Source: an optimization exercise on an open RTL-to-GDS flow (aim: small area and a short achievable clock period). Production flows keep margins and buffers that such runs may drop.
Only simulation tests tie the RTL to the original design; equivalence was not proved.
The clock port is modelled as an ideal driver; clocking choices that lean on that would not hold on a real chip.
No activity file was given, so power comes from the tool's default toggle rates.

Design exec_stage, start of the top module:
module exec_stage #(
    parameter int NUM_REGS = 32
) (
    input  logic                             clk,
    input  logic                             rst_n,
    input  logic [exec_cfg_pkg::XLEN-1:0]    instr_i,
    input  logic [exec_cfg_pkg::XLEN-1:0]    pc_i,
    input  logic                             valid_i,
    input  logic [exec_cfg_pkg::REG_AW-1:0]  dbg_addr_i,
    output logic                             accept_o,
    output logic                             jump_o,
    output logic [exec_cfg_pkg::XLEN-1:0]    jump_pc_o,
    output logic                             halted_o,
    output logic [exec_cfg_pkg::XLEN-1:0]    dbg_data_o
);
    logic c_op_q, c_opimm_q, c_lui_q, c_jal_q, c_jalr_q, c_sys_q;
    logic sub_q;                 
    logic b_eq_q, b_ne_q, b_lt_q, b_ge_q, b_ltu_q, b_geu_q;  
    logic wr_q;                  
    logic [31:7]  ir_q;          
    logic [31:0]  tgt_q;         
    logic [31:0]  op1_q, op2_q;  
    logic         jp_q;          
    logic         halted_q;
    logic [6:0] opc_i;
    logic [2:0] f3_i;
    logic d_op, d_opimm, d_lui, d_auipc, d_jal, d_jalr, d_br, d_sys;
    assign opc_i   = instr_i[6:0];
    assign f3_i    = instr_i[14:12];
    assign d_op    = opc_i == rv_isa_pkg::OPC_OP;
    assign d_opimm = opc_i == rv_isa_pkg::OPC_OP_IMM;
    assign d_lui   = opc_i == rv_isa_pkg::OPC_LUI;
    assign d_auipc = opc_i == rv_isa_pkg::OPC_AUIPC;
    assign d_jal   = opc_i == rv_isa_pkg::OPC_JAL;
    assign d_jalr  = opc_i == rv_isa_pkg::OPC_JALR;
    assign d_br    = opc_i == rv_isa_pkg::OPC_BRANCH;
    assign d_sys   = opc_i == rv_isa_pkg::OPC_SYSTEM;
    logic taken;
    logic wb_we;
    logic [31:0] wb_data;
  ...
Size: about 5000 cells after synthesis, roughly 140 I/O pins.
clock: 10.0 ns
lec_check: 0
cap_margin: 20
core_margin: 2
core_utilization: 50
cts_cluster_diameter: 100
cts_cluster_size: 20
setup_slack_margin: 4.8
slew_margin: 20
synth_hierarchical: 1
tns_end_percent: 5
standard.sh (not shown) runs the stock make flow with config.mk's settings and CLKGATE_MAP_FILE= SYNTH_SCRIPT=/design/flow/synth_recipe.tcl, a recipe that flattens the netlist after the stock synthesis.
==> flow/flow/run.sh <==
#!/bin/bash
# The standard layout (standard.sh), with two changes:
#  - the input and output ports are buffered by buf_4 cells instead of the
#    buffer the flow picks by default (a delay cell);
#  - after CTS, flow/eco_cts.tcl upsizes cells along the worst setup paths
#    (same cells, larger drive strengths) and legalizes the placement.
# make's own output goes to standard.log; each ORFS step writes its log
# under orfs/logs/.
set -euo pipefail
here=$(pwd)
bash standard.sh "BUFFER_PORTS_ARGS=-buffer_cell sky130_fd_sc_hd__buf_4" \
    "POST_CTS_TCL=$here/flow/eco_cts.tcl" finish > standard.log 2>&1
Other scripts of this flow, unchanged in this note and not shown: flow/flow/eco_cts.tcl, flow/flow/eco_size.tcl
The starting point completed with no timing, DRC or antenna violations.
Change:
SETUP_SLACK_MARGIN = 4.5   (was 4.8)
TNS_END_PERCENT = unset   (was 5)
Effect: Final cell count rose slightly; fmax rose slightly; synthesized cell count does not change.
Change:
TNS_END_PERCENT = 5   (was unset)
Effect: The new run completed without violations. Combinational power decreases by roughly a tenth. Hold slack improves by 0.011 ns. Synthesized area stays the same. Non-clock buffer count shrinks by 135. Core utilization shrinks by 3.3 points.


Setup of run 1:
Another version of the RTL of exec_stage (not shown whole).
Size in the first run: roughly 5400 cells after synthesis, ~140 I/O pins, roughly 0.065 mm^2 of cells after synthesis.
export LEC_CHECK = 0
export CAP_MARGIN = 20
export CORE_MARGIN = 2
export CORE_UTILIZATION = 50
export CTS_CLUSTER_DIAMETER = 100
export CTS_CLUSTER_SIZE = 20
export SETUP_SLACK_MARGIN = 4.5
export SLEW_MARGIN = 20
export SYNTH_HIERARCHICAL = 1
create_clock -name core_clock -period 10.0 [get_ports {clk}]
Scripts as last shown in full above: flow/flow/run.sh
Other scripts of this flow, unchanged in this note and not shown: flow/flow/eco_cts.tcl, flow/flow/eco_size.tcl
The following lists how run 2 was set up differently from run 1:
- putting TNS_END_PERCENT at 5 where nothing was set
==> comparison <==
- Run 2 and run 1 ended up with nearly the same power.
- Relative to run 1, sequential share of power has increased by 0.2 points in run 2.
- Compared with run 1, run 2 ends up with less cell area.
- Run 2 — maximum fanout encountered on the critical timing path 26 higher, run 1 as reference
The following lists how run 3 was set up differently from run 2:
- a change of SETUP_SLACK_MARGIN from 4.5 to 4.8
## What came out
The lower global-route usage came out of run 2. [diff] global-route wire length before repair, run 3 relative to run 2: regression. Per the comparison of run 3 with run 2, switching power as a share of total power increased 0.26 points, multi-input logic portion of the cell area increased 0.30 points, met1 global-route usage increased 0.69 points, total via count after detailed routing increased 731, relative max-transition margin decreased 1.9 points. Run 3 vs. run 2: synthesis-to-layout area growth went up by 2.9 points; wire length increased by 1.7% relative to the old numbers.

==> static timing again, ports no longer ideal <==
How much do the figures lean on ideal ports? The routed layouts below were timed once more, with nothing changed but the port constraints. Step 1 (the two cells are an assumption about what drives the block):
set clk [get_ports {clk}]
set_driving_cell -lib_cell sky130_fd_sc_hd__clkbuf_16 $clk
set_driving_cell -lib_cell sky130_fd_sc_hd__buf_2 [delete_from_list [all_inputs] $clk]
Step 2 moves the port delays by t, midway between the first and last clock arrival at a register: inputs arrive t later, outputs are due t later. That takes back most of the time a late clock gives input paths. Three values: no drivers, after step 1, after step 2; two values: the first two.
run | shift t [ns] | slack for setup (ns) | hold slack, ns | latest minus earliest clock arrival (ns) | worst slew at a driven data input, ns
the first run of note 1 | 0.783 | 4.228 / 3.967 / 3.539 | 0.550 / 0.550 / 0.550 | 0.066 / 0.067 | 0.44
the second run of note 1 | 0.800 | 4.276 / 3.953 / 3.591 | 0.539 / 0.539 / 0.539 | 0.038 / 0.039 | 0.45
the third run of note 1 | 0.782 | 3.829 / 3.788 / 3.597 | 0.551 / 0.551 / 0.551 | 0.064 / 0.064 | 0.09
run 1 | 0.801 | 4.216 / 3.870 / 3.870 | 0.507 / 0.507 / 0.507 | 0.058 / 0.058 | 0.50
run 2 | 0.793 | 4.128 / 3.885 / 3.662 | 0.504 / 0.504 / 0.504 | 0.064 / 0.064 | 0.28
run 3 | 0.799 | 4.235 / 3.956 / 3.956 | 0.507 / 0.507 / 0.507 | 0.059 / 0.059 | 0.38
After both steps every run listed still meets setup and hold. For the first run of note 1, which loses most, drivers alone change the setup slack by -0.261 ns; drivers and shift together by -0.689 ns.
